What follows belongs to an exercise in optimizing a design on an open flow for small area, a short achievable clock period and few clock cycles; a production flow would make more cautious choices.
RTL that was checked went through simulation tests only; none was proved equivalent to the original.

==> v4 <==
// depth_box_backprojection_stats_core
module depth_box_backprojection_stats_core #(
  parameter int IMAGE_WIDTH  = 1280,
  parameter int IMAGE_HEIGHT = 720,
  parameter int MAX_DEPTH_MM = 3000
) (
  input  logic       clk,
  input  logic       rst_n,
  input  logic               in_valid,
  output logic               in_ready,
  input  logic [11:0]        in_pixel_col,
  input  logic [11:0]        in_pixel_row,
  input  logic [15:0]        in_depth_mm,
  input  logic               in_last_pixel,
  output logic               out_valid,
  input  logic               out_ready,
  output logic [2:0]         out_result_kind,
  output logic signed [23:0] out_value_x,
  output logic signed [23:0] out_value_y,
  output logic signed [23:0] out_value_z,
  output logic [19:0]        out_point_count,
  output logic               out_last_result,
  input  logic               cfg_valid,
  output logic               cfg_ready,
  input  logic [2:0]         cfg_index,
  input  logic [19:0]        cfg_data
);
Settings: LEC_CHECK=0, CAP_MARGIN=20, CORE_MARGIN=2, CORE_UTILIZATION=45, SETUP_SLACK_MARGIN=3.5, SLEW_MARGIN=20; clock period 10.5 ns.
run.sh (not shown) runs the stock make flow with config.mk's settings and CLKGATE_MAP_FILE= SYNTH_SCRIPT=/design/flow/synth_recipe.tcl, a recipe that flattens the netlist after the stock synthesis.
==> v34 (differences from v4) <==
--- a/flow/design.v
+++ b/flow/design.v
@@ -49,36 +49,50 @@
   output logic signed [23:0] o_x,
   output logic signed [23:0] o_y,
   output logic [11:0]        o_dep
 );
   localparam int NS = 23;        
   localparam int SW = 18;        
-  logic        en_b, en_c;
+  logic        en_a, en_b, en_c;
   wire [NS:0]  en_i;
+  logic        a_v, a_last;
+  logic [11:0] a_col, a_row;
+  logic [15:0] a_dep;
+  assign en_a     = !a_v || en_b;
+  assign in_ready = en_a;
+  always_ff @(posedge clk) begin
+    if (!rst_n) a_v <= 1'b0;
+    else if (en_a) a_v <= in_valid;
+    if (en_a) begin
+      a_col  <= in_col;
+      a_row  <= in_row;
+      a_dep  <= in_dep;
+      a_last <= in_last;
+    end
+  end
   logic        keep;
   logic [20:0] dpx, dnx, dpy, dny;
-  assign keep = ($signed({1'b0, in_col}) >= bl) && ($signed({1'b0, in_col}) < br) &&
-                ($signed({1'b0, in_row}) >= bt) && ($signed({1'b0, in_row}) < bb) &&
-                (in_col < 12'd1280) && (in_row < 12'd720) &&
-                (in_dep != 16'd0) && (in_dep <= 16'd3000);
-  assign dpx = {1'b0, in_col, 8'b0} - {1'b0, cx};
-  assign dnx = {1'b0, cx} - {1'b0, in_col, 8'b0};
-  assign dpy = {1'b0, in_row, 8'b0} - {1'b0, cy};
-  assign dny = {1'b0, cy} - {1'b0, in_row, 8'b0};
+  assign keep = ($signed({1'b0, a_col}) >= bl) && ($signed({1'b0, a_col}) < br) &&
+                ($signed({1'b0, a_row}) >= bt) && ($signed({1'b0, a_row}) < bb) &&
+                (a_col < 12'd1280) && (a_row < 12'd720) &&
+                (a_dep != 16'd0) && (a_dep <= 16'd3000);
+  assign dpx = {1'b0, a_col, 8'b0} - {1'b0, cx};
+  assign dnx = {1'b0, cx} - {1'b0, a_col, 8'b0};
+  assign dpy = {1'b0, a_row, 8'b0} - {1'b0, cy};
+  assign dny = {1'b0, cy} - {1'b0, a_row, 8'b0};
   logic        b_v, b_kept, b_last, b_nx, b_ny;
   logic [11:0] b_dep;
   logic [19:0] b_mx, b_my;
-  assign en_b     = !b_v || en_c;
-  assign in_ready = en_b;
+  assign en_b = !b_v || en_c;
   always_ff @(posedge clk) begin
     if (!rst_n) b_v <= 1'b0;
-    else if (en_b) b_v <= in_valid && (keep || in_last);
+    else if (en_b) b_v <= a_v && (keep || a_last);
     if (en_b) begin
       b_kept <= keep;
-      b_last <= in_last;
-      b_dep  <= in_dep[11:0];
+      b_last <= a_last;
+      b_dep  <= a_dep[11:0];
       b_nx   <= dnx[20];
       b_ny   <= dny[20];
       b_mx   <= dnx[20] ? dpx[19:0] : dnx[19:0];
       b_my   <= dny[20] ? dpy[19:0] : dny[19:0];
     end
   end
@@ -115,13 +129,13 @@
     dbbs_sub #(.N(21)) u_sx (.a(rsx), .b({1'b0, fx}), .d(tx));
     dbbs_sub #(.N(21)) u_sy (.a(rsy), .b({1'b0, fy}), .d(ty));
     assign nrx = tx[21] ? rsx[19:0] : tx[19:0];
     assign nry = ty[21] ? rsy[19:0] : ty[19:0];
     assign nqx = {qx_i[s][21:0], ~tx[21]};
     assign nqy = {qy_i[s][21:0], ~ty[21]};
-    if ((s + 1) % DK == 0) begin : g_reg
+    if (((s + 1) % DK == 0) || (s == NS - 1)) begin : g_reg
       logic          v_q;
       logic [SW-1:0] sd_q;
       logic [19:0]   rx_q, ry_q;
       logic [22:0]   qx_q, qy_q;
       assign en_i[s] = !v_q || en_i[s+1];
       always_ff @(posedge clk) begin
@@ -150,37 +164,21 @@
       assign qx_i[s+1] = nqx;
       assign qy_i[s+1] = nqy;
     end
   end
   logic        f_nx, f_ny, f_sx, f_sy;
   logic [22:0] f_qx, f_qy;
-  logic signed [23:0] f_x, f_y;
-  logic        o_v_q;
-  logic [13:0] o_sd_q;
-  logic signed [23:0] o_x_q, o_y_q;
-  assign {f_nx, f_ny, f_sx, f_sy} = sd_i[NS][3:0];
+  assign {o_kept, o_last, o_dep, f_nx, f_ny, f_sx, f_sy} = sd_i[NS];
+  assign o_v  = v_i[NS];
+  assign en_i[NS] = go;
   assign f_qx = qx_i[NS];
   assign f_qy = qy_i[NS];
-  assign f_x  = f_sx ? (f_nx ? S24_MIN : S24_MAX) :
+  assign o_x  = f_sx ? (f_nx ? S24_MIN : S24_MAX) :
                 (f_nx ? -$signed({1'b0, f_qx}) : $signed({1'b0, f_qx}));
-  assign f_y  = f_sy ? (f_ny ? S24_MIN : S24_MAX) :
+  assign o_y  = f_sy ? (f_ny ? S24_MIN : S24_MAX) :
                 (f_ny ? -$signed({1'b0, f_qy}) : $signed({1'b0, f_qy}));
-  assign en_i[NS] = !o_v_q || go;
-  always_ff @(posedge clk) begin
-    if (!rst_n) o_v_q <= 1'b0;
-    else if (en_i[NS]) o_v_q <= v_i[NS];
-    if (en_i[NS]) begin
-      o_sd_q <= sd_i[NS][SW-1:4];
-      o_x_q  <= f_x;
-      o_y_q  <= f_y;
-    end
-  end
-  assign o_v = o_v_q;
-  assign {o_kept, o_last, o_dep} = o_sd_q;
-  assign o_x = o_x_q;
-  assign o_y = o_y_q;
 endmodule
 import dbbs_pkg::*;
 module dbbs_cordic (
   input  logic               clk,
   input  logic               load,
   input  logic               step,
@@ -412,14 +410,13 @@
   assign fe_start = adv && p_v && p_last;
   logic signed [23:0] mnx_r, mny_r, mxx_r, mxy_r;
   logic [11:0]        mnd_r, mxd_r;
   logic [43:0]        sx_r, sy_r, sz_r;
   logic [19:0]        cnt_r, cnt_inc;
   logic               cnt_z;
-  logic [19:0] cnt_inc_r;
-  assign cnt_inc = cnt_inc_r;
+  assign cnt_inc = (cnt_r == COUNT_MAX) ? cnt_r : cnt_r + 20'd1;
   assign cnt_z   = cnt_r == 20'd0;
   logic [1:0]         ph_r;
   logic [3:0]         dc_r;
   logic [1:0]         fo_r;
   logic signed [23:0] rx_r, ry_r, rz_r;
   logic               cen_rdy, dir_rdy, fe_push, fe_last;
@@ -515,26 +512,24 @@
       mnd_r <= 12'hFFF;
       mxd_r <= 12'h000;
       sx_r  <= '0;
       sy_r  <= '0;
       sz_r  <= '0;
       cnt_r <= '0;
-      cnt_inc_r <= 20'd1;
     end else if (pt_push) begin
       if (p_x < mnx_r) mnx_r <= p_x;
       if (p_y < mny_r) mny_r <= p_y;
       if (p_x > mxx_r) mxx_r <= p_x;
       if (p_y > mxy_r) mxy_r <= p_y;
       if (p_dep < mnd_r) mnd_r <= p_dep;
       if (p_dep > mxd_r) mxd_r <= p_dep;
       if (cnt_r != COUNT_MAX) begin
         sx_r  <= sx_r + {20'b0, ~p_x[23], p_x[22:0]} + {43'b0, cnt_r[0]};
         sy_r  <= sy_r + {20'b0, ~p_y[23], p_y[22:0]} + {43'b0, cnt_r[0]};
         sz_r  <= sz_r + {24'b0, p_dep, 8'b0} + {43'b0, cnt_r[0]};
-        cnt_r <= cnt_inc_r;
-        if (cnt_inc_r != COUNT_MAX) cnt_inc_r <= cnt_inc_r + 20'd1;
+        cnt_r <= cnt_r + 20'd1;
       end
     end else if (fe_busy && ph_r == PH_DIV) begin
       sx_r <= sx_d;
       sy_r <= sy_d;
       sz_r <= sz_d;
     end
Settings changed: CORE_UTILIZATION 45 to 55.
==> results.ini <==
[grt]
use_met3_pct = 3.90
grt_use_met1_pct = 41.5
antenna_found_initial = 19
grt_pass1_wl_um = 745000

[place]
dpl.hpwl_um = 364000

[finish]
signal_buffers = 691
num-multi-input-gates = 12820
n_fill_cell = 23714

[drt]
routedWlPerCell_um = 23.7

[status]
status = complete, no violations

[synthesis]
synth-compound-area-share_pct = 15.9
synth_top_area_share_pct = 27.6
synth_area_sq_um = 159000

[timing]
tightest_slew_ps = 1220
period_share_pct = 66.6

[worst_setup_path]
cp_top_family = simple AND/OR/NAND/NOR gates
r2r_setup_slack_ps = 3630

[floorplan]
initial_core_util_pct = 55.2

[pwr]
p_sw_share_pct = 41.5

-- figures above: v34

==> results.ini <==
[status]
status = complete, no violations

[floorplan]
initial_core_util_pct = 45.3

[grt]
grt_pass1_wl_um = 693000

[timing]
period_share_pct = 65.1

[drt]
routedWlPerCell_um = 20.9

[pwr]
p_per_area_nw_per_um2 = 313
p_sw_share_pct = 40.6

[finish]
signal_buffers = 628
num-multi-input-gates = 12882

[place]
dpl.hpwl_um = 327000

[synthesis]
synth_area_sq_um = 158000
synth_top_area_share_pct = 26.8

[worst_setup_path]
r2r_setup_slack_ps = 3670
cp_top_family = compound AO/OA/AOI/OAI gates

-- figures above: v4

Testbench counts of v4, summed over its fixed seeds: cycles 3,330.
No functional check of the RTL was part of v34.

[afterwards: timing with drivers on the ports]
The flow's constraints put no driver on any port. The routed layouts listed below were extracted and timed again, unchanged, in two steps. Step 1 assumes that a clkbuf_16 drives the clock port and a buf_2 every other input. Step 2, shift: input delay + t, output delay - t, t = (earliest + latest rising clock arrival at the registers) / 2. This alone moves slack from input paths to output paths. a / b / c = ideal / step 1 / step 2; a / b = the first two.
run | t, ns | slack for setup (ns) | clock arrival spread, ns | slew at the worst register clock pin (ns) | worst data-port slew with drivers (ns)
v4 | 1.012 | 3.670 / 3.639 / 3.670 | 0.063 / 0.063 | 0.07 / 0.07 | 0.15
v34 | 1.010 | 3.505 / 3.407 / 3.539 | 0.079 / 0.079 | 0.07 / 0.07 | 0.27
After both steps setup and hold are still met in every run listed.
